Source: an optimization exercise on an open RTL-to-GDS flow (aim: small area, a short achievable clock period and few clock cycles). Production flows keep margins and buffers that such runs may drop.
In this exercise RTL edits were held to simulation tests only and were not proved equivalent to the original.
Power figures rest on the tool's default switching activity, not on a simulated workload.

## v6
==> flow/design.v (excerpt) <==
module job_record_list_insert_search_delete #(
    parameter int unsigned DEPTH = jrl_pkg::DEPTH_DEF
) (
    input  logic          i_clk,
    input  logic          i_rst_n,
    input  logic          start,
    input  logic [110:0]  i_req,
    output logic          busy,
    output logic          o_done,
    output logic [110:0]  o_rsp
);
clock: 6.0 ns
lec_check: 0
cap_margin: 20
core_margin: 2
core_utilization: 72
cts_cluster_diameter: 100
cts_cluster_size: 26
setup_slack_margin: 3.5
slew_margin: 20
standard.sh (not shown) runs the stock make flow with config.mk's settings and CLKGATE_MAP_FILE= SYNTH_SCRIPT=/design/flow/synth_recipe.tcl, a recipe that flattens the netlist after the stock synthesis.
==> flow/flow/run.sh <==
#!/bin/bash
# The standard layout (the standard.sh, synthesis included, unchanged),
# except that the port buffers it inserts are buf_2 cells rather than the
# delay cells buffer_ports picks by default. Every port still gets its buffer.
# make's output goes to standard.log; each ORFS step keeps its own log under
# orfs/logs/.
set -euo pipefail
export BUFFER_PORTS_ARGS="-buffer_cell sky130_fd_sc_hd__buf_2"
bash standard.sh > standard.log 2>&1
Testbench counts of v6, summed over its fixed seeds: cycles 4,824.
> inputs changed (v6 -> v7)
diff --git a/flow/design.v b/flow/design.v
--- a/flow/design.v
+++ b/flow/design.v
@@ -86,15 +86,14 @@
     input  logic [110:0]  i_req,
     output logic          busy,
     output logic          o_done,
     output logic [110:0]  o_rsp
 );
     localparam int unsigned AW   = (DEPTH > 1) ? $clog2(DEPTH) : 1;
     localparam int unsigned CW   = $clog2(DEPTH + 1);
-    localparam int unsigned CMPW = ((CW > 5) ? CW : 5) + 1;
     localparam int unsigned DW   = 96;
     logic               r1_v;
     logic [1:0]         r1_cmd;
     logic [DEPTH-1:0]   r1_from;     
     logic [7:0]         r1_job_id;
     logic [DW-1:0]      r1_data;
     logic [DEPTH-1:0]   r1_aoa;      
@@ -109,15 +108,15 @@
     logic [CW-1:0]      r_count;
     logic [DEPTH-1:0]   r_live;      
     logic [DEPTH-1:0]   r_fr0;       
     logic [DEPTH-1:0]   r_fr1;       
     logic               r2_v;
     logic [1:0]         r2_status;
     logic               r2_hit;
-    logic [AW-1:0]      r2_slot;
+    logic [DEPTH-1:0]   r2_sel;      
     logic [7:0]         r2_job_id;
     logic               r3_v;
     jrl_pkg::t_rsp      r3_rsp;
     logic [DW-1:0]      rdata;
     logic [DEPTH-1:0]   rsel;
     logic               is_srch;
     logic               is_del;
@@ -144,19 +143,16 @@
     logic               head_hit;
     logic [DEPTH-1:0]   aoa_ins;
     logic [DEPTH-1:0]   aoa_del;
     logic [DEPTH-1:0]   aoa_next;
     logic [DEPTH-1:0]   free_next;
     logic [DEPTH-1:0]   fr0_next;
     logic [DEPTH-1:0]   fr1_next;
-    logic [CMPW-1:0]    pos_in;
-    logic [CMPW-1:0]    cnt_ext;
-    logic               le0;
-    logic               le1;
-    logic               le2;
+    logic [33:0]        cnt_ge;      
+    logic [31:0]        pos_ok_vec;  
     logic               pos_ok_next;
     logic               full_next;
     logic               ins_next;
     jrl_mem #(
         .DEPTH (DEPTH),
         .DW    (DW)
     ) u_mem (
@@ -196,31 +192,28 @@
             aoa_next = aoa_ins;
         end else if (del_do) begin
             aoa_next = aoa_del;
         end else begin
             aoa_next = pre_all;
         end
     end
-    assign pos_in  = CMPW'(i_req[108:104]);
-    assign cnt_ext = CMPW'(r_count);
-    assign le0     = (pos_in <= cnt_ext);
-    assign le1     = (pos_in <= cnt_ext + CMPW'(1));
-    assign le2     = (pos_in <= cnt_ext + CMPW'(2));
+    assign cnt_ge = {16'b0, r_live, 2'b11};
     always_comb begin
         if (ins_do) begin
-            pos_ok_next = le2;
-            full_next   = r_live[DEPTH - 2];
+            pos_ok_vec = {cnt_ge[30:0], 1'b0};
+            full_next  = r_live[DEPTH - 2];
         end else if (del_do) begin
-            pos_ok_next = le0;
-            full_next   = 1'b0;
+            pos_ok_vec = cnt_ge[32:1];
+            full_next  = 1'b0;
         end else begin
-            pos_ok_next = le1;
-            full_next   = r_live[DEPTH - 1];
+            pos_ok_vec = cnt_ge[31:0];
+            full_next  = r_live[DEPTH - 1];
         end
-        pos_ok_next = pos_ok_next && (pos_in != '0);
+        pos_ok_vec[0] = 1'b0;
+        pos_ok_next   = pos_ok_vec[i_req[108:104]];
     end
     assign ins_next = start && (i_req[110:109] == jrl_pkg::CMD_INSERT) && pos_ok_next && !full_next;
     always_comb begin
         if (ins_do) begin
             free_next = r_fr1;
         end else if (del_do && r_live[DEPTH - 1]) begin
             free_next = found_oh;
@@ -384,22 +377,18 @@
         end else begin
             r2_v <= r1_v;
         end
     end
     always_ff @(posedge i_clk) begin
         r2_status <= status;
         r2_hit    <= is_srch && found;
-        r2_slot   <= found_slot;
+        r2_sel    <= (is_srch && found) ? found_oh : '0;
         r2_job_id <= r1_job_id;
     end
-    always_comb begin
-        for (int j = 0; j < DEPTH; j++) begin
-            rsel[j] = r2_hit && (r2_slot == AW'(j));
-        end
-    end
+    assign rsel = r2_sel;
     always_ff @(posedge i_clk) begin
         if (!i_rst_n) begin
             r3_v <= 1'b0;
         end else begin
             r3_v <= r2_v;
         end
     end
==> comparison <==
- The routed length on met3 was comparable across v6 and v7.
- Per the comparison of v7 with v6, mean routed wirelength per cell moved down, die area held, layout sequential cell count has increased, final estimated routing congestion in global placement barely changed, post-synthesis share of cell area spent on full adders, half adders and majority gates lost 0.26 points.
- Register-to-register setup slack (v7 over v6): increase, 0.03 ns
- Diff v6 -> v7 | total power of the final layout | down slightly
Testbench counts of v7, summed over its fixed seeds: cycles 4,824.

## static timing again, ports no longer ideal
How much do the figures lean on ideal ports? The routed layouts below were timed once more, with nothing changed but the port constraints.
Step 1 sets driving cells, clkbuf_16 on the clock port and buf_2 on the other inputs (assumed; they add their load-dependent delay and slew).
Step 2 adds t to the input delays and takes it off the output delays; t is the mean of the earliest and latest rising clock arrival at the registers after step 1. Input paths then give back, and output paths get back, about the clock's delay inside the block.
Slacks: no drivers / after step 1 / after step 2; pairs: no drivers / after step 1.
| run | shift t [ns] | slack for setup (ns) | slew at the worst register clock pin (ns) |
|---|---|---|---|
| v6 | 0.823 | 3.406 / 3.406 / 2.678 | 0.12 / 0.12 |
| v7 | 0.803 | 3.436 / 3.431 / 2.636 | 0.12 / 0.12 |
After both steps setup and hold are still met in every run listed. The setup slack of v7, which loses most, moves by -0.005 ns with the drivers and by -0.800 ns with both steps.
